Context: an optimization exercise on an open-source flow, tuned for small area and a short achievable clock period. The choices shown serve that exercise and are no tape-out recipe.
The RTL was checked by simulation tests, not by an equivalence proof against the original design.
Power is estimated from default activity; no workload was simulated.

==> flow/design.v <==
module microarch_trace_buffer #(
    parameter int          NUM_STAGES  = 4,
    parameter int          DE_IDX      = 1,
    parameter int          PC_W        = 32,
    parameter int          DEPTH       = 16,
    parameter int          TS_W        = 16,
    parameter logic [31:0] FINISH_INSN = 32'h00002013,
    localparam int         AW          = $clog2(DEPTH),
    localparam int         LVL_W       = AW + 1
) (
    input  logic                       clk,
    input  logic                       rst_n,
    input  logic                       if_req_i,
    input  logic [NUM_STAGES-1:0]      ev_valid_i,
    input  logic [NUM_STAGES*PC_W-1:0] ev_pc_i,
    input  logic [31:0]                de_insn_i,
    output logic                       rec_valid_o,
    input  logic                       rec_ready_i,
    output logic [NUM_STAGES-1:0]      rec_mask_o,
    output logic [NUM_STAGES*PC_W-1:0] rec_pc_o,
    output logic [31:0]                rec_insn_o,
    output logic [TS_W-1:0]            rec_cycle_o,
    output logic                       rec_lost_o,
    output logic [15:0]                drop_cnt_o,
    output logic [LVL_W-1:0]           level_o,
    output logic                       finish_o
);
    localparam int MD   = DEPTH - 1;                
    localparam int PCS  = NUM_STAGES * PC_W;
    logic [PCS-1:0]             m_pc    [MD];
    logic [31:0]                m_insn  [MD];
    logic [NUM_STAGES-1:0]      m_mask  [MD];
    logic [TS_W-1:0]            m_cyc   [MD];
    logic                       m_lost  [MD];
    logic [NUM_STAGES-1:0]      h_mask_q;
    logic [PCS-1:0]             h_pc_q;
    logic [31:0]                h_insn_q;
    logic [TS_W-1:0]            h_cyc_q;
    logic                       h_lost_q;
    logic                       prev_req_q;
    logic [PC_W-1:0]            prev_pc_q;
    logic [TS_W-1:0]            cycle_q;
    logic [15:0]                drop_cnt_q;
    logic                       lost_q;
    logic [LVL_W-1:0]           count_q;
    logic                       valid_q;    
    logic                       one_q;      
    logic                       in_sel_q;   
    logic [MD-1:0]              wsel_q;     
    logic [MD-1:0]              rptr_q;     
    logic [MD-1:0]              rsel_q;     
    logic                       armed_q, drain_q, finish_q;
    logic                       fetch_evt, any_evt;
    logic [NUM_STAGES-1:0]      evt_mask;
    logic [PCS-1:0]             in_pc;      
    logic [31:0]                evt_insn;
    assign fetch_evt = if_req_i && (!prev_req_q || (ev_pc_i[PC_W-1:0] != prev_pc_q));
    assign evt_mask  = {ev_valid_i[NUM_STAGES-1:1], fetch_evt};
    assign any_evt   = fetch_evt || (|ev_valid_i[NUM_STAGES-1:1]);
    assign evt_insn  = ev_valid_i[DE_IDX] ? de_insn_i : '0;
    genvar gi;
    generate
        for (gi = 0; gi < NUM_STAGES; gi++) begin : g_lane
            if (gi == 0) begin : g_fetch
                assign in_pc[gi*PC_W +: PC_W] = ev_pc_i[gi*PC_W +: PC_W];
            end else begin : g_stage
                assign in_pc[gi*PC_W +: PC_W] = ev_valid_i[gi] ? ev_pc_i[gi*PC_W +: PC_W] : '0;
            end
        end
    endgenerate
    logic             rdy, full, ge2, ge3, eq2, sat;
    logic [LVL_W-1:0] count_inc, count_dec;
    assign rdy       = rec_ready_i;
    assign full      = count_q[LVL_W-1];            
    assign ge2       = !in_sel_q;
    assign ge3       = ge2 && !eq2;
    assign eq2       = (count_q == LVL_W'(2));
    assign sat       = &drop_cnt_q;
    assign count_inc = count_q + 1'b1;
    assign count_dec = count_q - 1'b1;
    logic [LVL_W-1:0] count_n, count_e;
    logic             valid_n, one_n, ring_n, one_e, ring_e, up_e, wadv_e, drop_e;
    logic             radv;
    assign count_n = (valid_q && rdy) ? count_dec : count_q;
    assign up_e    = rdy ? !valid_q : !full;
    assign count_e = up_e ? count_inc : count_q;
    assign valid_n = rdy ? ge2 : valid_q;
    assign one_n   = rdy ? eq2 : one_q;
    assign one_e   = !valid_q || (rdy && one_q);
    assign ring_n  = rdy ? ge3 : ge2;
    assign ring_e  = rdy ? ge2 : valid_q;
    assign wadv_e  = valid_q && (rdy ? !one_q : !full);
    assign drop_e  = full && !rdy;
    assign radv    = rdy && ge2;
    logic [LVL_W-1:0] count_d;
    logic             valid_d, one_d, ring_d, wadv, drop;
    assign count_d = any_evt ? count_e : count_n;
    assign valid_d = any_evt || valid_n;
    assign one_d   = any_evt ? one_e : one_n;
    assign ring_d  = any_evt ? ring_e : ring_n;
    assign wadv    = any_evt && wadv_e;
    assign drop    = any_evt && drop_e;
    logic m_wen_ok, h_load;
    assign m_wen_ok = !full || rdy;
    assign h_load   = !valid_q || rdy;
    always_ff @(posedge clk) begin
        for (int i = 0; i < MD; i++) begin
            if (wsel_q[i] && m_wen_ok) begin
                m_pc[i]   <= in_pc;
                m_insn[i] <= evt_insn;
                m_mask[i] <= evt_mask;
                m_cyc[i]  <= cycle_q;
                m_lost[i] <= lost_q;
            end
        end
    end
    logic [PCS-1:0]        r_pc, n_pc;
    logic [31:0]           n_insn;
    logic [NUM_STAGES-1:0] n_mask;
    logic [TS_W-1:0]       n_cyc;
    logic                  n_lost, in_take;
    assign in_take = in_sel_q && any_evt;
    always_comb begin
        r_pc   = '0;
        n_insn = evt_insn & {32{in_sel_q}};
        n_mask = evt_mask & {NUM_STAGES{in_sel_q}};
        n_cyc  = cycle_q  & {TS_W{in_take}};
        n_lost = lost_q   & in_take;
        for (int i = 0; i < MD; i++) begin
            r_pc   = r_pc   | (m_pc[i]   & {PCS{rsel_q[i]}});
            n_insn = n_insn | (m_insn[i] & {32{rsel_q[i]}});
            n_mask = n_mask | (m_mask[i] & {NUM_STAGES{rsel_q[i]}});
            n_cyc  = n_cyc  | (m_cyc[i]  & {TS_W{rsel_q[i]}});
            n_lost = n_lost | (m_lost[i] & rsel_q[i]);
        end
    end
    logic [MD-1:0] m_mask0_sel;
    always_comb begin
        for (int i = 0; i < MD; i++) m_mask0_sel[i] = m_mask[i][0] && rsel_q[i];
    end
    assign n_pc[PCS-1:PC_W] = r_pc[PCS-1:PC_W] | (in_pc[PCS-1:PC_W] & {(PCS-PC_W){in_sel_q}});
    assign n_pc[PC_W-1:0]   = (r_pc[PC_W-1:0] & {PC_W{|m_mask0_sel}}) |
                              (in_pc[PC_W-1:0] & {PC_W{in_sel_q && fetch_evt}});
    always_ff @(posedge clk or negedge rst_n) begin
        if (!rst_n) begin
            h_mask_q <= '0;
            h_pc_q   <= '0;
            h_insn_q <= '0;
            h_cyc_q  <= '0;
            h_lost_q <= 1'b0;
        end else if (h_load) begin
            h_mask_q <= n_mask;
            h_pc_q   <= n_pc;
            h_insn_q <= n_insn;
            h_cyc_q  <= n_cyc;
            h_lost_q <= n_lost;
        end
    end
    assign rec_valid_o = valid_q;
    assign rec_mask_o  = h_mask_q;
    assign rec_pc_o    = h_pc_q;
    assign rec_insn_o  = h_insn_q;
    assign rec_cycle_o = h_cyc_q;
    assign rec_lost_o  = h_lost_q;
    assign drop_cnt_o  = drop_cnt_q;
    assign level_o     = count_q;
    assign finish_o    = finish_q;
    always_ff @(posedge clk or negedge rst_n) begin
        if (!rst_n) begin
            prev_req_q <= 1'b0;
            prev_pc_q  <= '0;
            cycle_q    <= '0;
            drop_cnt_q <= '0;
            lost_q     <= 1'b0;
            count_q    <= '0;
            valid_q    <= 1'b0;
            one_q      <= 1'b0;
            in_sel_q   <= 1'b1;
            wsel_q     <= MD'(1);
            rptr_q     <= MD'(1);
            rsel_q     <= '0;
        end else begin
            prev_req_q <= if_req_i;
            prev_pc_q  <= ev_pc_i[PC_W-1:0];
            cycle_q    <= cycle_q + 1'b1;
            if (drop && !sat) begin
                drop_cnt_q <= drop_cnt_q + 16'd1;
            end
            if (any_evt) begin
                lost_q <= drop_e;
            end
            count_q  <= count_d;
            valid_q  <= valid_d;
            one_q    <= one_d;
            in_sel_q <= !ring_d;
            if (wadv) begin
                wsel_q <= {wsel_q[MD-2:0], wsel_q[MD-1]};
            end
            if (radv) begin
                rptr_q <= {rptr_q[MD-2:0], rptr_q[MD-1]};
            end
            if (!ring_d) begin
                rsel_q <= '0;
            end else if (radv) begin
                rsel_q <= {rptr_q[MD-2:0], rptr_q[MD-1]};
            end else begin
                rsel_q <= rptr_q;
            end
        end
    end
    always_ff @(posedge clk or negedge rst_n) begin
        if (!rst_n) begin
            armed_q  <= 1'b0;
            drain_q  <= 1'b0;
            finish_q <= 1'b0;
        end else begin
            if (!armed_q && !drain_q && !finish_q) begin
                if (ev_valid_i[DE_IDX] && (de_insn_i == FINISH_INSN)) begin
                    armed_q <= 1'b1;
                end
            end
            if (armed_q && ev_valid_i[NUM_STAGES-1]) begin
                armed_q <= 1'b0;
                drain_q <= 1'b1;
            end
            if (drain_q && !valid_q && !any_evt) begin
                drain_q  <= 1'b0;
                finish_q <= 1'b1;
            end
        end
    end
endmodule
==> flow/flow/run.sh <==
#!/bin/bash
# Standard ORFS layout with a smaller port buffer cell and no CTS dummy loads.
export BUFFER_PORTS_ARGS="-buffer_cell sky130_fd_sc_hd__buf_2"
export CTS_ARGS="-sink_clustering_enable -repair_clock_nets -dont_use_dummy_load"
bash standard.sh finish > standard.log 2>&1
==> flow/standard.sh <==
#!/bin/bash
# synth_recipe.tcl (not shown) runs the flow's synth.tcl, then flattens the netlist and writes it again
# the make line also repeats each setting of config.mk as NAME=value (left out here)
make -C /OpenROAD-flow-scripts/flow DESIGN_CONFIG=/design/flow/config.mk WORK_HOME=/design/flow/orfs CLKGATE_MAP_FILE= SYNTH_SCRIPT=/design/flow/synth_recipe.tcl "${@:-finish}"
==> flow/config.mk <==
export PLATFORM = sky130hd
export DESIGN_NAME = microarch_trace_buffer
export DESIGN_NICKNAME = microarch_trace_buffer
export VERILOG_FILES = /design/flow/design.v
export SDC_FILE = /design/flow/constraint.sdc
export NUM_CORES = 4
export LEC_CHECK = 0
export CAP_MARGIN = 20
export CORE_MARGIN = 2
export CORE_UTILIZATION = 40
export SLEW_MARGIN = 20
==> flow/constraint.sdc <==
create_clock -name core_clock -period 5.2 [get_ports {clk}]
set_input_delay 1.0400 -clock core_clock [delete_from_list [all_inputs] [get_ports {clk}]]
set_output_delay 1.0400 -clock core_clock [all_outputs]
set_load 0.01 [all_outputs]
==> metrics.md, run 1 <==
| Metric | Value |
|---|---|
| Status | `complete, no violations` |
| Worst setup slack after layout | `approximately 1.4 ns` |
| Pwr dens | `about 380 nW/um^2` |
| Buffer and inverter count on the worst path | `2` |
| Initial DRC count | `between 7k and 8k` |
| Post-CTS Hold Buffers | `0` |
| LEAKAGE | `38.8 nW` |
| Insertion delay to the later sink of the worst-skew pair | `roughly 0.85 ns` |
| Max-cap viol count | `0` |
| Register bit total from synthesis | `about 3k` |
| Clock Path Buffers | `4` |
| Area Overhead vs Synth | `13.6%` |
| Crit-path slowest cell | `xnor2_1` |
| Final setup violation count | `0` |
| CP startpoint kind | `primary input` |
| Die ar. | `277000 sq um` |
| Synth Area in Adders | `0.000757` |
| Antenna violations before repair | `25` |
| Slew headroom | `0.208` |
| Worst EP arrival | `between 4 and 5 ns` |
| Via count | `approximately 63k` |
| Core Area | `about 270000 sq um` |
| Fin nets | `6637` |
| Worst VDD drop | `approximately 0.25 mV` |
| GRT overflow | `0` |
| HPWL Detailed | `~160000 um` |
| Num CTS Buffers | `319` |
| DRT Pass-1 Iters | `6` |
| YS warnings | `6` |
| Pin count of the biggest net entering global routing | `110` |
| Initial core utilization | `0.403` |
| Final Wtd Congestion | `between 0.7 and 0.8` |
| Clock root buffer | `clkbuf_16` |
| H-tree depth | `5` |
| Main combinational cell family by area after synthesis | `compound AO/OA/AOI/OAI gates` |
| Pre-CTS WS | `between 0.6 and 0.7 ns` |
| Average cell area after synthesis | `between 15 and 20 sq um` |
| Count of cell types in the netlist | `between 50 and 60` |
| Delay-heaviest family, CP | `simple AND/OR/NAND/NOR gates` |
| Worst Hold Class | `primary input to asynchronous set/reset pin` |
| Post-synthesis compound-gate area fraction | `0.120` |
| Placed cells | `roughly 10k` |
| Post-route DRC violation count | `0` |
| Layout Skew | `approximately 0.07 ns` |
| Post-synthesis cell area | `109000 sq um` |
| Worst path cell trace | `buf_2 > xnor2_1 > nand4_1 > nor4_2 > a31oi_2 > or2_2 > inv_1 > ha_1 > a21o_1 > a21oi_1 > nand2_1 > nor3_1 > a21oi_1 > o22ai_1` |
| Most frequent cells in the layout | `edfxtp_1 (2715), a22oi_1 (495), a221oi_1 (375), buf_2 (368), a22o_1 (358)` |
| Seq/Total Area, Yosys | `0.817` |
| CP Data Required Time | `about 6 ns` |
| Die width | `between 500 and 600 um` |
| CP endpoint kind | `flop` |
| Worst Tran Pin Value | `~1.2 ns` |
| Final Hold Vio Count | `0` |
| Pwr Total | `around 48 mW` |
| CTS tree | `done` |
| FP Rows | `191` |
| Die Height | `roughly 530 um` |
| WL/cell | `33.3 um` |
| Global-route wire length before repair | `between 400000 and 500000 um` |
| Simple-gate share of the synthesized area | `0.0389` |
| Commonest non-fill, non-tap cell in the layout | `edfxtp_1` |
| Most frequent CP cell | `a21oi_1` |
| Tcrit/Tclk final | `0.739` |
| Cells after synthesis | `6002` |
| Ports | `roughly 370` |
| Post-Layout Cell Count | `10.0k` |
| Reg2Reg Setup Slack | `1.43 ns` |
| Post-Synth XOR/XNOR Area | `0.00522` |
| Final min period | `about 3.8 ns` |
| Setup CP Type | `primary input to flop` |
| Vias in the first global route | `63.0k` |
| Via density | `around 6.3` |
| Crit-path max FO | `18` |
| Worst-path clk slew | `~0.060 ns` |
| Crit path largest cell delay | `approximately 0.52 ns` |
| Mux share of post-synthesis cell area | `0.00469` |
| Sink Count | `between 3k and 4k` |
| RSZ-0062 raised after global routing | `false` |
| Synth Net Count | `approximately 6.2k` |
| # port buffers | `370` |
| Slew Limit Fails | `0` |
| Post_cts resized | `0` |
| Max Clk Rate | `about 260 MHz` |
| Fraction of layout cells with a size suffix above 1 | `0.143` |
| Postcts setup bufs | `0` |
| Post-route ant nets | `0` |
| Final WL | `approximately 330000 um` |
| Total track usage | `0.235` |
==> synthesized netlist by cell type, drive strengths merged <==
cell	n	area, sq um
a21o	4	30.0
a21oi	196	981
a221oi	375	3280
a222oi	41	410
a22o	358	3140
a22oi	495	3720
a31oi	27	175
a41oi	2	17.5
and2	131	820
and3	15	93.8
and4	2	20.0
buf	102	422
clkbuf	286	1070
dfrtp	300	7510
dfstp	3	78.8
edfxtp	2715	81500
fa	1	20.0
ha	5	62.6
inv	9	33.8
mux2	33	409
mux2i	9	103
nand2	202	758
nand2b	1	6.26
nand3	141	706
nand4	178	1110
nor2	83	312
nor2b	34	213
nor3	8	40.0
nor4	12	87.6
nor4b	3	26.3
o21ai	26	130
o21bai	1	7.51
o22a	129	1130
o22ai	1	6.26
o31a	1	8.76
o41ai	1	8.76
or2	2	12.5
or3	4	25.0
or4	1	7.51
xnor2	43	377
xor2	22	193
==> report_power, final <==
group          switching (mW)  internal, mW
logic                    1.10         0.480
clock network            8.36          10.7
registers               0.240          26.6
total                    9.70          37.8
==> area by class of cell <==
| cell class | count | area [sq um] |
|---|---|---|
| fill | 23100 | 147000 |
| sequential | 3018 | 89200 |
| multi-input combinational | 2587 | 18600 |
| clock buffer | 319 | 7980 |
| tap | 3570 | 4470 |
| timing repair buffer | 528 | 3610 |
| inverter | 9 | 33.8 |
| antenna | 7 | 17.5 |
==> metrics by stage <==
step / util / TNS, ns / instance area [sq um] / hold WS (ns)
global route: 0.457 / 0 / 124000 / 0.265
global placement: 0.428 / 0 / 116000 / 0.473
finish: 0.457 / 0 / 124000 / 0.262
CTS: 0.457 / 0 / 124000 / 0.241
detailed placement: 0.428 / 0 / 116000 / 0.478
floorplan: - / -4015.28 / 109000 / 0.450
==> layer usage <==
metal	GRT usage	vias up	share of wire
met5	0	-	0.00020
met4	0.0636	12	0.028
met3	0.0432	515	0.096
met2	0.387	3452	0.48
met1	0.320	33800	0.39
li1	-	25600	-
==> final timing paths <==
path	start	to	cells after the start
max	ev_pc_i[10]	count_q[4]$_DFFE_PN0P_	14
min	rst_n	prev_pc_q[5]$_DFF_PN0_	1
max reg2reg	prev_pc_q[10]$_DFF_PN0_	count_q[4]$_DFFE_PN0P_	13
min reg2reg	one_q$_DFFE_PN0P_	one_q$_DFFE_PN0P_	1
max in group asynchronous	rst_n	h_pc_q[49]$_DFFE_PN0P_	2
min in group core_clock	if_req_i	prev_req_q$_DFF_PN0_	1
==> state kept, by name, indices dropped and copies added (netlist names), 15 cells and up <==
name / cells
m_pc: 1920
m_insn: 480
m_cyc: 240
h_pc_q: 128
m_mask: 60
h_insn_q: 32
prev_pc_q: 32
cycle_q: 16
drop_cnt_q: 16
h_cyc_q: 16
m_lost: 15
rptr_q: 15
rsel_q: 15
wsel_q: 15
==> cells by family (layout without fill, tap and decap cells) <==
logic type	count (synthesis)	after routing
adder cells (fa/ha/maj)	6	6
XOR/XNOR	65	65
flip-flops	3018	3018
multiplexers	42	42
AND/OR/NAND/NOR	817	817
buffers and inverters	397	856
other	0	7
AO/OA/AOI/OAI	1657	1657
==> run 2, diff against run 1 <==
==> flow/run.sh (new file) <==
#!/bin/bash
# synth_recipe.tcl (not shown) runs the flow's synth.tcl, then flattens the netlist and writes it again
# the make line also repeats each setting of config.mk as NAME=value (left out here)
make -C /OpenROAD-flow-scripts/flow DESIGN_CONFIG=/design/flow/config.mk WORK_HOME=/design/flow/orfs CLKGATE_MAP_FILE= SYNTH_SCRIPT=/design/flow/synth_recipe.tcl finish
removed: flow/flow/run.sh
removed: flow/standard.sh
==> run 2 against run 1 <==
Against the previous run:
- sequential share of layout area decreased by 2.5 points
- final area increased by 3.5%
- flip-flop and latch count unchanged
- clock power increased by 18%
- utilization increased by 1.6 points
==> metrics.md, run 2 <==
| Metric | Value |
|---|---|
| Most common cell in the synthesized netlist | `edfxtp_1` |
| Cells after synthesis | `between 6k and 7k` |
| Post-Layout Cell Count | `~10k` |
| Register bit total from synthesis | `3018` |
| Worst R2R End | `count_q[4]$_DFFE_PN0P_` |
| Area of the multi-input gates | `18600 sq um` |
| Worst path cell trace | `clkdlybuf4s50_1 > xnor2_1 > nand4_1 > nor4_2 > a31oi_2 > or2_2 > inv_1 > ha_1 > a21o_1 > a21oi_1 > nand2_1 > nor3_1 > a21oi_1 > o22ai_1` |
| Ports | `~370` |
| Clock root buffer | `clkbuf_16` |
| Post_cts resized | `0` |
| Worst EP arrival | `4.67 ns` |
| CP startpoint kind | `primary input` |
| Die width | `between 500 and 600 um` |
| CP endpoint kind | `flop` |
| Seq/Total Area, Yosys | `0.817` |
| Hold Slack | `around 0.12 ns` |
| Sequential Power Share | `0.524` |
| Buffer and inverter count on the worst path | `2` |
| # fillers | `between 20k and 25k` |
| Postcts setup bufs | `0` |
| Ys async rst share | `0.100` |
| Slew headroom | `0.252` |
| Via count | `around 64k` |
| FF-to-FF path depth | `13` |
| Comb pwr share | `0.035` |
| Most frequent cells in the layout | `edfxtp_1 (2715), a22oi_1 (495), a221oi_1 (375), clkdlybuf4s50_1 (366), a22o_1 (358)` |
| Area Overhead vs Synth | `17.6%` |
| LEAKAGE | `between 30 and 40 nW` |
| Commonest non-fill, non-tap cell in the layout | `edfxtp_1` |
| Cell taking the most area after synthesis | `edfxtp_1` |
| H-tree depth | `5` |
| Setup CP Type | `primary input to flop` |
| Via density | `~6.2` |
| Num CTS Buffers | `320` |
| Worst Hold Class | `primary input to asynchronous set/reset pin` |
| Count of cell types in the netlist | `53` |
| Switching Power | `around 11 mW` |
| Most frequent CP cell | `a21oi_1` |
| Pwr Total | `~50 mW` |
| Worst-path clk slew | `~0.060 ns` |
| Synth Net Count | `about 6.2k` |
| Crit-path max FO | `4` |
| EDFF count, synth | `roughly 2.7k` |
| WL/cell | `between 30 and 40 um` |
| Max Clk Rate | `between 200 and 300 MHz` |
| Sink Count | `between 3k and 4k` |
| Top post-synthesis cells by area | `edfxtp_1 (75%), dfrtp_1 (6.9%), a22oi_1 (3.4%)` |
| Switching share of power | `0.209` |
| Pwr dens | `399 nW/um^2` |
| Initial core utilization | `0.403` |
| Final Wtd Congestion | `around 0.77` |
| Pin count of the biggest net entering global routing | `roughly 110` |
| Max reg flops | `1920` |
| Crit path largest cell delay | `about 0.5 ns` |
| Reg2Reg Setup Slack | `1.55 ns` |
| HPWL Detailed | `approximately 160000 um` |
| Worst Tran Pin Value | `1.12 ns` |
| Fraction of layout cells with a size suffix above 1 | `0.107` |
| # port buffers | `370` |
| Crit-path slowest cell | `xnor2_1` |
| Global-route wire length before repair | `473000 um` |
| Tcrit/Tclk final | `0.748` |
| Average cell area after synthesis | `18.2 sq um` |
| Final setup violation count | `0` |
| Final min period | `3.89 ns` |
| Cell Int Power | `slightly above 40 mW` |
| Core Area | `about 270000 sq um` |
| RSZ-0062 raised after global routing | `false` |
| Antenna violations before repair | `15` |
| Delay-heaviest family, CP | `simple AND/OR/NAND/NOR gates` |
| CP Data Required Time | `around 6 ns` |
| Insertion delay to the later sink of the worst-skew pair | `0.87 ns` |
| Initial DRC count | `7544` |
| Die Height | `approximately 530 um` |
| Vias in the first global route | `between 60k and 70k` |
| Final Hold Vio Count | `0` |
| Status | `complete, no violations` |
| Fin nets | `6650` |
| Post-route ant nets | `0` |
| GRT overflow | `0` |
| DRT Pass-1 Iters | `6` |
| Pre-CTS WS | `around 0.50 ns` |
| Worst setup slack after layout | `1.31 ns` |
| YS warnings | `6` |
| Clock power share | `0.440` |
| Reg-to-Reg Start | `prev_pc_q[29]$_DFF_PN0_` |
| Worst VDD drop | `0.248 mV` |
| Final WL | `around 330000 um` |
| Total track usage | `0.236` |
| Largest regs | `m_pc (1920), m_insn (480), m_cyc (240)` |
| Register area | `89200 sq um` |
| Slew Limit Fails | `0` |
| Post-synthesis cell area | `~110000 sq um` |
| Max-cap viol count | `0` |
| Commonest cells in the netlist | `edfxtp_1 (2715), a22oi_1 (495), a221oi_1 (375)` |
| CTS tree | `done` |
| Layout Skew | `approximately 0.047 ns` |
| Post-route DRC violation count | `0` |
| Clock Path Buffers | `4` |
| Post-CTS Hold Buffers | `0` |
| Biggest register | `m_pc` |
| Synth top area share | `0.747` |
| FP Rows | `between 150 and 200` |
| Die ar. | `roughly 280000 sq um` |
| Placed cells | `9724` |
| Commonest register cell after synthesis | `edfxtp_1` |
==> run 2: cell counts after synthesis <==
No cell type changed its count.
==> run 2: how the worst max path moves through the flow <==
stage                     start                endpoint  depth (start not counted)
floorplan           rec_ready_i   m_cyc[0][0]$_DFFE_PP_                          4
global route        ev_pc_i[22]  count_q[4]$_DFFE_PN0P_                         14
detailed placement  ev_pc_i[29]  count_q[4]$_DFFE_PN0P_                         13
finish              ev_pc_i[29]  count_q[4]$_DFFE_PN0P_                         14
global placement    ev_pc_i[29]  count_q[4]$_DFFE_PN0P_                         13
CTS                 ev_pc_i[29]  count_q[4]$_DFFE_PN0P_                         14
==> run 2: stage by stage <==
| step | utilization | setup TNS, ns | area (sq um) |
|---|---|---|---|
| finish | 0.473 | 0 | 128000 |
| global route | 0.473 | 0 | 128000 |
| detailed placement | 0.435 | 0 | 118000 |
| global placement | 0.435 | 0 | 118000 |
| floorplan | - | -4015.28 | 109000 |
| CTS | 0.473 | 0 | 128000 |
==> run 2: final cells by class <==
cell class	count	area share
multi-input cells	2587	0.145
well taps	3570	0.0348
inverters	9	0.000263
clock buffers	427	0.0689
diodes	8	0.000156
clock inverters	156	0.0120
flip-flops and latches	3018	0.695
repair buffers	540	0.0437
==> run 2: layer usage <==
metal | vias to the layer above | wire, um | GRT usage
li1 | 25900 | - | -
met1 | 34100 | 134000 | 0.323
met2 | 3326 | 163000 | 0.393
met3 | 522 | 28500 | 0.0327
met4 | 6 | 9650 | 0.0681
met5 | - | 34 | 0
==> run 2: logic make-up after synthesis <==
kind of cell,share of synthesized area
flops,0.817
mux,0.00469
buf+inv,0.0140
xor+xnor,0.00522
simple gates,0.0389
compound gates,0.120
fa+ha+maj,0.000757
==> run 2: power groups by stage <==
stage	Sequential (mW)	Clock, mW	Combinational, mW
6_report	26.9	22.5	1.82
5_1_grt	26.9	23.7	1.95
4_1_cts	26.9	22.8	1.84
3_5_place_dp	27.4	0	1.83
3_3_place_gp	27.4	0	1.79
2_1_floorplan	27.3	0	0.697
==> run 3, diff against run 2 <==
--- a/flow/design.v
+++ b/flow/design.v
@@ -76,8 +76,12 @@
     assign ge3       = ge2 && !eq2;
     assign eq2       = (count_q == LVL_W'(2));
     assign sat       = &drop_cnt_q;
-    assign count_inc = count_q + 1'b1;
-    assign count_dec = count_q - 1'b1;
+    always_comb begin
+        for (int b = 0; b < LVL_W; b++) begin
+            count_inc[b] = count_q[b] ^ (&(count_q  | ~((LVL_W'(1) << b) - 1'b1)));
+            count_dec[b] = count_q[b] ^ (&(~count_q | ~((LVL_W'(1) << b) - 1'b1)));
+        end
+    end
     logic [LVL_W-1:0] count_n, count_e;
     logic             valid_n, one_n, ring_n, one_e, ring_e, up_e, wadv_e, drop_e;
     logic             radv;
==> flow/flow/run.sh (new file) <==
#!/bin/bash
# Standard ORFS layout with a smaller port buffer cell and no CTS dummy loads.
export BUFFER_PORTS_ARGS="-buffer_cell sky130_fd_sc_hd__buf_2"
export CTS_ARGS="-sink_clustering_enable -repair_clock_nets -dont_use_dummy_load"
bash standard.sh finish > standard.log 2>&1
==> flow/standard.sh (new file) <==
#!/bin/bash
# synth_recipe.tcl (not shown) runs the flow's synth.tcl, then flattens the netlist and writes it again
# the make line also repeats each setting of config.mk as NAME=value (left out here)
make -C /OpenROAD-flow-scripts/flow DESIGN_CONFIG=/design/flow/config.mk WORK_HOME=/design/flow/orfs CLKGATE_MAP_FILE= SYNTH_SCRIPT=/design/flow/synth_recipe.tcl "${@:-finish}"
--- a/flow/config.mk
+++ b/flow/config.mk
@@ -7,5 +7,5 @@
 export LEC_CHECK = 0
 export CAP_MARGIN = 20
 export CORE_MARGIN = 2
-export CORE_UTILIZATION = 40
+export CORE_UTILIZATION = 60
 export SLEW_MARGIN = 20
removed: flow/run.sh
==> run 3 against run 2 <==
Against the previous run:
- total power down 8.7%
- clock-buffer cell count is 118 lower
- worst hold slack got worse by 0.066 ns
- clock power shrank 17%
- cell count is 15% lower
- flip-flop and latch count unchanged
- combinational power fell by 26%
==> metrics.md, run 3 <==
| Metric | Value |
|---|---|
| Die width | `430 um` |
| RSZ-0062 raised after global routing | `false` |
| Status | `complete, no violations` |
| Vias in the first global route | `a little over 60k` |
| Reg2Reg Setup Slack | `1.85 ns` |
| Sink Count | `3018` |
| Layout Skew | `0.0554 ns` |
| Commonest non-fill, non-tap cell in the layout | `edfxtp_1` |
| Max reg flops | `around 1.9k` |
| Worst-path clk slew | `around 0.060 ns` |
| Worst R2R End | `h_pc_q[75]$_DFFE_PN0P_` |
| Post-synthesis cell area | `around 110000 sq um` |
| Worst Hold Class | `primary input to asynchronous set/reset pin` |
| DRT Pass-1 Iters | `7` |
| Post_cts resized | `0` |
| HPWL Detailed | `roughly 150000 um` |
| Final Wtd Congestion | `between 0.7 and 0.8` |
| Ports | `372` |
| Core Area | `around 180000 sq um` |
| Fin nets | `approximately 6.6k` |
| CP startpoint kind | `primary input` |
| Biggest register | `m_pc` |
| Pwr dens | `approximately 380 nW/um^2` |
| Initial DRC count | `between 7k and 8k` |
| Critical path origin | `ev_pc_i[0]` |
| Num CTS Buffers | `between 300 and 400` |
| Synth top area share | `0.750` |
| Cells after synthesis | `5986` |
| Die ar. | `185000 sq um` |
| Antenna violations before repair | `18` |
| Final Hold Vio Count | `0` |
| CP Data Required Time | `between 5 and 6 ns` |
| Total track usage | `0.337` |
| Max-cap viol count | `0` |
| Crit path capture | `rsel_q[2]$_DFF_PN0_` |
| Synth Net Count | `around 6.2k` |
| WL/cell | `about 35 um` |
| Via density | `7.09` |
| Crit-path max FO | `18` |
| Area Overhead vs Synth | `12.3%` |
| Ys async rst share | `0.100` |
| Slew Limit Fails | `0` |
| EDFF count, synth | `2715` |
| Worst VDD drop | `0.306 mV` |
| Commonest register cell after synthesis | `edfxtp_1` |
| Count of cell types in the netlist | `52` |
| Fraction of layout cells with a size suffix above 1 | `0.142` |
| Setup CP Type | `primary input to flop` |
| Global-route wire length before repair | `approximately 440000 um` |
| # port buffers | `370` |
| YS warnings | `6` |
| Max Clk Rate | `298 MHz` |
| Register bit total from synthesis | `approximately 3.0k` |
| Slew headroom | `0.242` |
| H-tree depth | `5` |
| Post-route ant nets | `0` |
| Initial core utilization | `0.602` |
| Final min period | `3.35 ns` |
| Clock Path Buffers | `4` |
| Final WL | `approximately 310000 um` |
| LEAKAGE | `38.6 nW` |
| Die Height | `~430 um` |
| FP Rows | `roughly 160` |
| # fillers | `approximately 12k` |
| Worst Tran Pin Value | `1.12 ns` |
| Final setup violation count | `0` |
| Clock root buffer | `clkbuf_16` |
| CP endpoint kind | `flop` |
| FF-to-FF path depth | `6` |
| Seq/Total Area, Yosys | `0.820` |
| Worst EP arrival | `roughly 4.1 ns` |
| Average cell area after synthesis | `around 18 sq um` |
| Tcrit/Tclk final | `0.645` |
| Post-CTS Hold Buffers | `0` |
| Postcts setup bufs | `0` |
| Setup TNS | `0 ns` |
| Final Core Density | `0.676` |
| Cell taking the most area after synthesis | `edfxtp_1` |
| Post-route DRC violation count | `0` |
| CTS tree | `done` |
| Via count | `~62k` |
| Top post-synthesis cells by area | `edfxtp_1 (75%), dfrtp_1 (6.9%), a22oi_1 (5.1%)` |
| Most common cell in the synthesized netlist | `edfxtp_1` |
| Pwr Total | `roughly 47 mW` |
| Largest regs | `m_pc (1920), m_insn (480), m_cyc (240)` |
| Insertion delay to the later sink of the worst-skew pair | `approximately 0.95 ns` |
| Reg-to-Reg Start | `rsel_q[4]$_DFF_PN0_` |
| Pin count of the biggest net entering global routing | `roughly 130` |
| Most frequent cells in the layout | `edfxtp_1 (2715), a22oi_1 (735), buf_2 (368), clkbuf_16 (309), dfrtp_1 (285)` |
| Commonest cells in the netlist | `edfxtp_1 (2715), a22oi_1 (735), clkbuf_1 (301)` |
| GRT overflow | `0` |
run 3: how the worst min path moves through the flow:
| stage | depth (start not counted) | endpoint | slack (ns) | startpoint |
|---|---|---|---|---|
| 2_1_floorplan | 1 | armed_q$_DFFE_PN0P_ | 0.45 | armed_q$_DFFE_PN0P_ |
| 3_3_place_gp | 1 | drop_cnt_q[10]$_DFFE_PN0P_ | 0.47 | drop_cnt_q[10]$_DFFE_PN0P_ |
| 3_5_place_dp | 1 | drop_cnt_q[8]$_DFFE_PN0P_ | 0.48 | drop_cnt_q[8]$_DFFE_PN0P_ |
| 4_1_cts | 1 | h_insn_q[14]$_DFFE_PN0P_ | 0.02 | rst_n |
| 5_1_grt | 1 | h_insn_q[14]$_DFFE_PN0P_ | 0.05 | rst_n |
| 6_report | 1 | h_insn_q[14]$_DFFE_PN0P_ | 0.05 | rst_n |
run 3: metal layers:
| layer | wire length (um) | track usage | vias up | share of wire |
|---|---|---|---|---|
| met4 | 7920 | 0.0906 | 18 | 0.025 |
| met3 | 29000 | 0.0506 | 474 | 0.093 |
| li1 | - | - | 25600 | - |
| met5 | 129 | 0 | - | 0.00041 |
| met2 | 153000 | 0.548 | 3483 | 0.49 |
| met1 | 122000 | 0.484 | 32900 | 0.39 |
run 3: power by group:
part | internal, mW | switching [mW] | leakage (nW)
sequential | 26.6 | 0.233 | 26.5
combinational | 0.403 | 0.945 | 8.27
clock | 10.4 | 8.15 | 3.81
run 3: worst max-delay path, stage by stage:
cell      delay (ns)
buf_2           0.31
xor2_1          0.12
nor4_1          0.67
nand4_1         0.26
or4_4           0.63
a21boi_4        0.39
o21ai_0         0.19
o21ai_2         0.36
nor2b_1         0.11
run 3: kinds of logic after synthesis:
kind of cell,Yosys count,synth area share
flip-flops,3018,0.820
AO/OA/AOI/OAI,1625,0.118
AND/OR/NAND/NOR,853,0.0390
buffers and inverters,393,0.0140
XOR/XNOR,62,0.00500
multiplexers,33,0.00342
adder cells (fa/ha/maj),2,0.000230
run 3: per-stage QoR:
stage	hold slack (ns)	setup slack (ns)	area, sq um	std cells
2_1_floorplan	0.455	-1.02	109000	5986
3_3_place_gp	0.471	1.05	114000	8495
3_5_place_dp	0.480	0.982	114000	8495
4_1_cts	0.0158	1.85	122000	8804
5_1_grt	0.0502	1.76	122000	8805
6_report	0.0549	1.85	122000	8808
run 3: layout make-up:
class                   instances  area, sq um  share of cell area
clock buffers                 309         7730              0.0634
well taps                    2370         2970              0.0243
repair buffers                525         4000              0.0328
flip-flops and latches       3018        89200               0.731
inverters                       7         26.3            0.000215
diodes                          4         10.0           0.0000820
multi-input cells            2575        18100               0.148
==> run 4, diff against run 3 <==
--- a/flow/config.mk
+++ b/flow/config.mk
@@ -8,4 +8,5 @@
 export CAP_MARGIN = 20
 export CORE_MARGIN = 2
 export CORE_UTILIZATION = 60
+export SETUP_SLACK_MARGIN = 2.8
 export SLEW_MARGIN = 20
==> run 4 against run 3 <==
Against the previous run:
- still clean
- utilization up 1.5 points
- via count up 3.8%
- die area unchanged
- final area up 2.2%
- clock-buffer cell count up 3
- critical path depth down 1
- first-iteration DRC count up 18%
- combinational power up 33%
- critical path type is now flop to flop
==> metrics.md, run 4 <==
| Metric | Value |
|---|---|
| Status | `complete, no violations` |
| Total track usage | `0.352` |
| YS warnings | `6` |
| CTS tree | `done` |
| Pwr dens | `between 300 and 400 nW/um^2` |
| Layout Skew | `approximately 0.047 ns` |
| Final Wtd Congestion | `around 0.76` |
| Average cell area after synthesis | `roughly 18 sq um` |
| Ys async rst share | `0.100` |
| Slew headroom | `0.273` |
| LEAKAGE | `about 40 nW` |
| Worst EP arrival | `about 3.7 ns` |
| Die Height | `430 um` |
| Global-route wire length before repair | `about 460000 um` |
| Most common cell in the synthesized netlist | `edfxtp_1` |
| FF-to-FF path depth | `8` |
| Via count | `64.8k` |
| Register area | `about 90000 sq um` |
| Via density | `7.21` |
| Setup CP Type | `flop to flop` |
| FP Rows | `156` |
| CP startpoint kind | `flop` |
| Max Clk Rate | `between 300 and 400 MHz` |
| Commonest cells in the netlist | `edfxtp_1 (2715), a22oi_1 (735), clkbuf_1 (301)` |
| Area of the multi-input gates | `between 15000 and 20000 sq um` |
| Largest regs | `m_pc (1920), m_insn (480), m_cyc (240)` |
| Initial DRC count | `between 8k and 9k` |
| Post-route ant nets | `0` |
| Clock Path Buffers | `4` |
| Commonest register cell after synthesis | `edfxtp_1` |
| Antenna violations before repair | `26` |
| Most frequent cells in the layout | `edfxtp_1 (2715), a22oi_1 (735), clkbuf_16 (316), buf_2 (295), dfrtp_1 (246)` |
| Final Core Density | `0.691` |
| Initial core utilization | `0.602` |
| Num CTS Buffers | `between 300 and 400` |
| Worst Tran Pin Value | `between 1 and 1.5 ns` |
| HPWL Detailed | `147000 um` |
| Core Area | `between 150000 and 200000 sq um` |
| EDFF count, synth | `2715` |
| DRT Pass-1 Iters | `8` |
| Post-route DRC violation count | `0` |
| Cell taking the most area after synthesis | `edfxtp_1` |
| Pwr Total | `47.4 mW` |
| Final WL | `between 300000 and 400000 um` |
| # fillers | `11.8k` |
| CP endpoint kind | `flop` |
| Die ar. | `roughly 180000 sq um` |
| Ports | `about 370` |
| Setup TNS | `0 ns` |
| Worst-path clk slew | `about 0.06 ns` |
| Insertion delay to the later sink of the worst-skew pair | `between 0.9 and 1 ns` |
| GRT overflow | `0` |
| Post-synthesis cell area | `roughly 110000 sq um` |
| Clock root buffer | `clkbuf_16` |
| Register bit total from synthesis | `3018` |
| Worst VDD drop | `0.333 mV` |
| RSZ-0062 raised after global routing | `true` |
| Crit-path max FO | `7` |
| Max reg flops | `roughly 1.9k` |
| Worst R2R End | `drop_cnt_q[1]$_DFFE_PN0P_` |
| Top post-synthesis cells by area | `edfxtp_1 (75%), dfrtp_1 (6.9%), a22oi_1 (5.1%)` |
| Reg2Reg Setup Slack | `~2.3 ns` |
| Fraction of layout cells with a size suffix above 1 | `0.181` |
| Final Hold Vio Count | `0` |
| Seq/Total Area, Yosys | `0.820` |
| Slew Limit Fails | `0` |
| Final min period | `slightly below 3 ns` |
| Area Overhead vs Synth | `14.8%` |
| WL/cell | `37.2 um` |
| H-tree depth | `5` |
| CP Data Required Time | `6.00 ns` |
| Commonest non-fill, non-tap cell in the layout | `edfxtp_1` |
| Pin count of the biggest net entering global routing | `140` |
| Cells after synthesis | `5986` |
| Worst Hold Class | `primary input to asynchronous set/reset pin` |
| Synth top area share | `0.750` |
| Synth Net Count | `6156` |
| Count of cell types in the netlist | `52` |
| Vias in the first global route | `62.6k` |
| Final setup violation count | `0` |
| Die width | `430 um` |
| Biggest register | `m_pc` |
| Max-cap viol count | `0` |
| # port buffers | `between 300 and 400` |
| Fin nets | `about 6.8k` |
| Reg-to-Reg Start | `prev_pc_q[27]$_DFF_PN0_` |
| Tcrit/Tclk final | `0.560` |
| Sink Count | `approximately 3.0k` |
-- run 4: changes by cell type in the layout (fill, tap and decap cells not counted), sizes merged --
cell    delta
and2      +13
a21bo      +1
nand3      +1
bufbuf     +1
buf      +148
diode      +3
nand2b     +1
clkbuf     +9
and3       +3
-- run 4: what timing repair did --
item	in CTS	in global routing
endpoints found under the hold margin	0	0
gates resized for setup	190	88
endpoints found under the setup margin	594	1143
cloned	11	13
buffers inserted	102	67
hold buffers	0	0
pin swaps	16	42
-- run 4: layer usage --
metal,vias to the layer above,share of wire,GRT usage
met2,4001,0.48,0.574
met1,34200,0.38,0.494
met3,683,0.099,0.0482
met5,-,0.00034,0
li1,26000,-,-
met4,18,0.039,0.121
-- run 4: final cells by class --
class	instances	share of cell area
clock buffers	312	0.0626
multi-input cells	2594	0.149
repair buffers	680	0.0484
inverters	7	0.000211
flip-flops and latches	3018	0.715
well taps	2370	0.0238
diodes	7	0.000140
-- run 4: worst max-delay path, cell delays in order (launching register included) --
cell     delay (ns)
dfrtp_1        0.37
xor2_1         0.17
nor4_2         0.42
nand4_1        0.24
or4_4          0.65
a21bo_4        0.32
buf_12         0.16
nand3_4        0.14
mux2_4         0.32
-- run 4: stage by stage --
| step | hold WS [ns] | worst slack [ns] | std cells | instance area [sq um] |
|---|---|---|---|---|
| 3_5_place_dp | 0.478 | 0.963 | 8476 | 114000 |
| 4_1_cts | 0.123 | 2.34 | 8901 | 124000 |
| 3_3_place_gp | 0.470 | 1.00 | 8476 | 114000 |
| 5_1_grt | 0.142 | 2.26 | 8985 | 125000 |
| 6_report | 0.116 | 2.29 | 8988 | 125000 |
| 2_1_floorplan | 0.455 | 1.94 | 5986 | 109000 |
-- run 4: kinds of logic after synthesis --
group / count (synthesis) / share of synthesized area
adder cells (fa/ha/maj): 2 / 0.000230
XOR/XNOR: 62 / 0.00500
AND/OR/NAND/NOR: 853 / 0.0390
multiplexers: 33 / 0.00342
buffers and inverters: 393 / 0.0140
AO/OA/AOI/OAI: 1625 / 0.118
flip-flops: 3018 / 0.820
-- run 4: how the worst max path moves through the flow --
stage	start	end	slack (ns)	cells after the start
floorplan	rec_ready_i	m_cyc[0][0]$_DFFE_PP_	1.94	5
global placement	ev_pc_i[5]	rsel_q[13]$_DFF_PN0_	1.00	9
detailed placement	ev_pc_i[5]	rsel_q[12]$_DFF_PN0_	0.96	9
CTS	prev_pc_q[8]$_DFF_PN0_	h_cyc_q[15]$_DFFE_PN0P_	2.34	8
global route	prev_pc_q[26]$_DFF_PN0_	count_q[4]$_DFFE_PN0P_	2.26	8
finish	prev_pc_q[27]$_DFF_PN0_	drop_cnt_q[1]$_DFFE_PN0P_	2.29	8
-- run 4: where the power goes --
part | total [mW] | switching [mW] | internal [mW]
logic | 1.79 | 1.12 | 0.671
clock network | 18.8 | 8.24 | 10.5
registers | 26.8 | 0.212 | 26.6
total | 47.4 | 9.57 | 37.8
==> run 5, diff against run 4 <==
--- a/flow/config.mk
+++ b/flow/config.mk
@@ -7,6 +7,6 @@
 export LEC_CHECK = 0
 export CAP_MARGIN = 20
 export CORE_MARGIN = 2
-export CORE_UTILIZATION = 60
-export SETUP_SLACK_MARGIN = 2.8
+export CORE_UTILIZATION = 70
+export SETUP_SLACK_MARGIN = 3.5
 export SLEW_MARGIN = 20
==> run 5 against run 4 <==
Against the previous run:
- the flow now stops in clock tree synthesis (4_1_cts)
- synthesized cell count is the same
- synthesized area is the same
==> metrics.md, run 5 <==
| Metric | Value |
|---|---|
| Status | `stopped before the end` |
| Last stage | `clock tree synthesis (4_1_cts)` |
| Log Error | `[ERROR DPL-0033] detailed placement checks failed during check placement.` |
| EDFF count, synth | `between 2k and 3k` |
| Post-CTS Hold Buffers | `0` |
| Num CTS Buffers | `about 300` |
| Postcts setup bufs | `718` |
| Post-Synth XOR/XNOR Area | `0.00500` |
| Synth top area share | `0.750` |
| Commonest register cell after synthesis | `edfxtp_1` |
| Die Height | `about 400 um` |
| YS warnings | `6` |
| Initial core utilization | `0.705` |
| Top post-synthesis cells by area | `edfxtp_1 (75%), dfrtp_1 (6.9%), a22oi_1 (5.1%)` |
| Most common cell in the synthesized netlist | `edfxtp_1` |
| # port buffers | `370` |
| Clock Path Buffers | `4` |
| Synth Area in Adders | `0.000230` |
| Cells after synthesis | `5986` |
| Post-synthesis cell area | `around 110000 sq um` |
| Seq/Total Area, Yosys | `0.820` |
| Simple-gate share of the synthesized area | `0.0390` |
| Mux share of post-synthesis cell area | `0.00342` |
| Pre-CTS WS | `between 0.9 and 1 ns` |
| Synth Net Count | `6156` |
| Clock root buffer | `clkbuf_16` |
| Placed cells | `8150` |
| H-tree depth | `5` |
| Ys async rst share | `0.100` |
| Count of cell types in the netlist | `between 50 and 60` |
| Commonest cells in the netlist | `edfxtp_1 (2715), a22oi_1 (735), clkbuf_1 (301)` |
| Cell taking the most area after synthesis | `edfxtp_1` |
| Final Wtd Congestion | `0.788` |
| Die width | `398 um` |
| FP Rows | `approximately 140` |
| Register bit total from synthesis | `3018` |
| Post_cts resized | `1461` |
| Ports | `372` |
| Post-synthesis compound-gate area fraction | `0.118` |
| Average cell area after synthesis | `between 15 and 20 sq um` |
| Main combinational cell family by area after synthesis | `compound AO/OA/AOI/OAI gates` |
| Sink Count | `between 3k and 4k` |
| HPWL Detailed | `143000 um` |
run 5: cell counts after synthesis:
No cell type changed its count.
run 5: how the worst max path moves through the flow:
stage | endpoint | slack [ns]
floorplan | m_cyc[0][0]$_DFFE_PP_ | 1.94
global placement | rsel_q[2]$_DFF_PN0_ | 0.99
detailed placement | rsel_q[8]$_DFF_PN0_ | 0.90
run 5: logic make-up after synthesis:
logic type                 Yosys count
AOI/OAI and AO/OA                 1625
buffers and inverters              393
adders and majority gates            2
xor gates and xnor gates            62
and+or+nand+nor                    853
DFF                               3018
muxes                               33
run 5: power groups by stage:
stage / Combinational, mW / Sequential (mW) / Clock (mW)
3_5_place_dp: 1.32 / 27.3 / 0
3_3_place_gp: 1.28 / 27.3 / 0
2_1_floorplan: 0.590 / 27.3 / 0
run 5: stage by stage:
step	util	instance area, sq um	total power, mW
2_1_floorplan	-	109000	27.9
3_3_place_gp	0.737	114000	28.6
3_5_place_dp	0.737	114000	28.6
==> run 6, diff against run 5 <==
==> flow/flow/run.sh (replaced) <==
#!/bin/bash
# Standard ORFS layout with a smaller port buffer cell and larger CTS sink clusters.
export BUFFER_PORTS_ARGS="-buffer_cell sky130_fd_sc_hd__buf_2"
export CTS_ARGS="-sink_clustering_enable -repair_clock_nets -dont_use_dummy_load -sink_clustering_size 30 -sink_clustering_max_diameter 80"
bash standard.sh finish > standard.log 2>&1
--- a/flow/config.mk
+++ b/flow/config.mk
@@ -7,6 +7,6 @@
 export LEC_CHECK = 0
 export CAP_MARGIN = 20
 export CORE_MARGIN = 2
-export CORE_UTILIZATION = 70
-export SETUP_SLACK_MARGIN = 3.5
+export CORE_UTILIZATION = 60
+export SETUP_SLACK_MARGIN = 2.8
 export SLEW_MARGIN = 20
==> run 6 against run 5 <==
Against the previous run:
- now clean on timing, DRC and antenna
- synthesized area is the same
- synthesized cell count is the same
==> metrics.md, run 6 <==
| Metric | Value |
|---|---|
| Layout Skew | `around 0.041 ns` |
| Worst setup slack after layout | `2.23 ns` |
| Post-route DRC violation count | `0` |
| Commonest register cell after synthesis | `edfxtp_1` |
| # fillers | `~12k` |
| Ys async rst share | `0.100` |
| Die ar. | `between 150000 and 200000 sq um` |
| Sink Count | `slightly above 3k` |
| Final Hold Vio Count | `0` |
| Worst Tran Pin Value | `roughly 1.1 ns` |
| Top post-synthesis cells by area | `edfxtp_1 (75%), dfrtp_1 (6.9%), a22oi_1 (5.1%)` |
| Total track usage | `0.347` |
| Fraction of layout cells with a size suffix above 1 | `0.169` |
| GRT overflow | `0` |
| Slew headroom | `0.289` |
| Max-cap viol count | `0` |
| Cells after synthesis | `about 6k` |
| Biggest register | `m_pc` |
| Most common cell in the synthesized netlist | `edfxtp_1` |
| Vias in the first global route | `a little over 60k` |
| Worst path cell trace | `clkbuf_4 > xor2_1 > nor4_2 > nand4_1 > or4_4 > buf_6 > a21boi_4 > buf_6 > o21ai_2 > o21ai_4 > buf_12 > nor2b_2` |
| FP Rows | `156` |
| Post-synthesis cell area | `around 110000 sq um` |
| Worst-path clk slew | `0.10 ns` |
| Final WL | `about 330000 um` |
| Via density | `between 7 and 8` |
| Final min period | `2.97 ns` |
| Post-route ant nets | `0` |
| Num CTS Buffers | `around 140` |
| LEAKAGE | `between 30 and 40 nW` |
| Setup TNS | `0 ns` |
| Crit path largest cell delay | `roughly 0.65 ns` |
| Post-CTS Hold Buffers | `0` |
| Reg-to-Reg Start | `prev_pc_q[8]$_DFF_PN0_` |
| Crit-path slowest cell | `or4_4` |
| Register bit total from synthesis | `about 3.0k` |
| Tcrit/Tclk final | `0.571` |
| Antenna violations before repair | `20` |
| WL/cell | `37.2 um` |
| EDFF count, synth | `2715` |
| HPWL Detailed | `around 150000 um` |
| Pre-CTS WS | `around 0.96 ns` |
| Average cell area after synthesis | `between 15 and 20 sq um` |
| Worst VDD drop | `about 0.31 mV` |
| Synth Net Count | `around 6k` |
| Ports | `approximately 370` |
| Most frequent cells in the layout | `edfxtp_1 (2715), a22oi_1 (735), buf_2 (284), dfrtp_1 (245), buf_4 (216)` |
| H-tree depth | `4` |
| Final setup violation count | `0` |
| Setup CP Type | `primary input to flop` |
| Pwr dens | `approximately 330 nW/um^2` |
| Max reg flops | `around 1.9k` |
| Insertion delay to the later sink of the worst-skew pair | `roughly 0.84 ns` |
| Pin count of the biggest net entering global routing | `140` |
| FF-to-FF path depth | `11` |
| Pwr Total | `just over 40 mW` |
| Final Wtd Congestion | `~0.76` |
| Commonest cells in the netlist | `edfxtp_1 (2715), a22oi_1 (735), clkbuf_1 (301)` |
| Placed cells | `about 8.5k` |
| Max Clk Rate | `roughly 340 MHz` |
| Critical path origin | `ev_pc_i[7]` |
| Worst EP arrival | `approximately 3.7 ns` |
| Die Height | `approximately 430 um` |
| Initial core utilization | `0.602` |
| Slew Limit Fails | `0` |
| Fin nets | `approximately 6.7k` |
| Global-route wire length before repair | `approximately 450000 um` |
| Post-Layout Cell Count | `between 8k and 9k` |
| Count of cell types in the netlist | `52` |
| YS warnings | `6` |
| Worst Hold Class | `primary input to asynchronous set/reset pin` |
| DRT Pass-1 Iters | `7` |
| # port buffers | `370` |
| CP endpoint kind | `flop` |
| CP Data Required Time | `slightly below 6 ns` |
| Core Area | `between 150000 and 200000 sq um` |
| Most frequent CP cell | `buf_6` |
| Clock root buffer | `clkbuf_16` |
| Seq/Total Area, Yosys | `0.820` |
| Initial DRC count | `roughly 9k` |
| CTS tree | `done` |
| Die width | `430 um` |
| Synth top area share | `0.750` |
| Via count | `63.7k` |
| Clock Path Buffers | `3` |
| Cell taking the most area after synthesis | `edfxtp_1` |
| Largest regs | `m_pc (1920), m_insn (480), m_cyc (240)` |
| Area Overhead vs Synth | `11.3%` |
| Status | `complete, no violations` |
| CP startpoint kind | `primary input` |
| Commonest non-fill, non-tap cell in the layout | `edfxtp_1` |
| Crit-path max FO | `18` |
| RSZ-0062 raised after global routing | `true` |
-- run 6: metal layers --
layer,part of all wire,vias to the layer above,GRT usage
li1,-,25600,-
met1,0.38,33700,0.491
met2,0.48,3803,0.568
met3,0.099,534,0.0481
met4,0.037,16,0.107
met5,0.00029,-,0
-- run 6: timing repair --
item                       in CTS  in global routing
gates resized for setup       203                137
setup endpoints to repair     607               1533
pin swaps                      19                 72
cloned                         12                 16
buffers inserted              117                 89
-- run 6: final cells by class --
class | instances | area (sq um) | share of cell area
clock buffers | 139 | 3480 | 0.0288
well taps | 2370 | 2970 | 0.0245
flip-flops and latches | 3018 | 89200 | 0.738
multi-input cells | 2599 | 18800 | 0.155
inverters | 7 | 26.3 | 0.000217
diodes | 7 | 17.5 | 0.000145
repair buffers | 716 | 6440 | 0.0533
-- run 6: through the flow --
| stage | utilization | hold WS (ns) | area, sq um |
|---|---|---|---|
| floorplan | - | 0.455 | 109000 |
| global placement | 0.632 | 0.470 | 114000 |
| detailed placement | 0.632 | 0.478 | 114000 |
| CTS | 0.662 | 0.222 | 119000 |
| global route | 0.671 | 0.276 | 121000 |
| finish | 0.671 | 0.253 | 121000 |
-- run 6: power breakdown --
| part | leakage [nW] | switching (mW) | total [mW] | internal, mW |
|---|---|---|---|---|
| clock network | 1.71 | 6.99 | 11.8 | 4.80 |
| registers | 26.4 | 0.207 | 26.8 | 26.5 |
| logic | 9.76 | 1.14 | 1.83 | 0.688 |
-- run 6: cells by family after synthesis --
kind of cell | synth area share
DFF | 0.820
adders and majority gates | 0.000230
AOI/OAI and AO/OA | 0.118
buffers and inverters | 0.0140
and+or+nand+nor | 0.0390
muxes | 0.00342
xor gates and xnor gates | 0.00500
-- run 6: worst max-delay path: cells and delay by family --
kind | cells | cell delay, ns
simple gates | 4 | 1.32
buf+inv | 4 | 0.71
xor+xnor | 1 | 0.17
compound gates | 3 | 0.43
-- run 6: worst paths after layout --
check,to,slack (ns)
max,rsel_q[13]$_DFF_PN0_,2.23
min,h_insn_q[21]$_DFFE_PN0P_,0.25
max reg2reg,rsel_q[13]$_DFF_PN0_,2.25
min reg2reg,h_insn_q[9]$_DFFE_PN0P_,0.51
max in group asynchronous,h_pc_q[124]$_DFFE_PN0P_,3.60
min in group core_clock,prev_pc_q[8]$_DFF_PN0_,0.44

## re-timing with driven ports
Ports are ideal in the flow. The routed layouts listed here were re-timed in OpenROAD. Step 1: set_driving_cell puts a clkbuf_16 on clk and a buf_2 on each other input, an assumption about the parent block. Step 2 adds t to the input delays and takes it off the output delays; t is the mean of the earliest and latest rising clock arrival at the registers after step 1. Input paths then give back, and output paths get back, about the clock's delay inside the block. Three values: ideal ports, drivers, drivers and shift; two values: the first two.
run | shift t [ns] | setup WS [ns] | worst hold slack (ns) | slew at the worst register clock pin (ns)
run 1 | 0.922 | 1.360 / 1.427 / 0.518 | 0.262 / 0.210 / 0.486 | 0.07 / 0.07
run 2 | 0.951 | 1.310 / 1.386 / 0.435 | 0.121 / 0.073 / 0.475 | 0.07 / 0.07
run 3 | 1.016 | 1.847 / 1.849 / 0.907 | 0.055 / 0.008 / 0.485 | 0.06 / 0.06
run 4 | 1.006 | 2.289 / 2.214 / 1.208 | 0.116 / 0.081 / 0.501 | 0.06 / 0.06
run 6 | 0.909 | 2.232 / 2.161 / 1.252 | 0.253 / 0.217 / 0.514 | 0.12 / 0.12
After both steps every run listed still meets setup and hold. For run 4, which loses most, drivers alone change the setup slack by -0.075 ns; drivers and shift together by -1.081 ns.
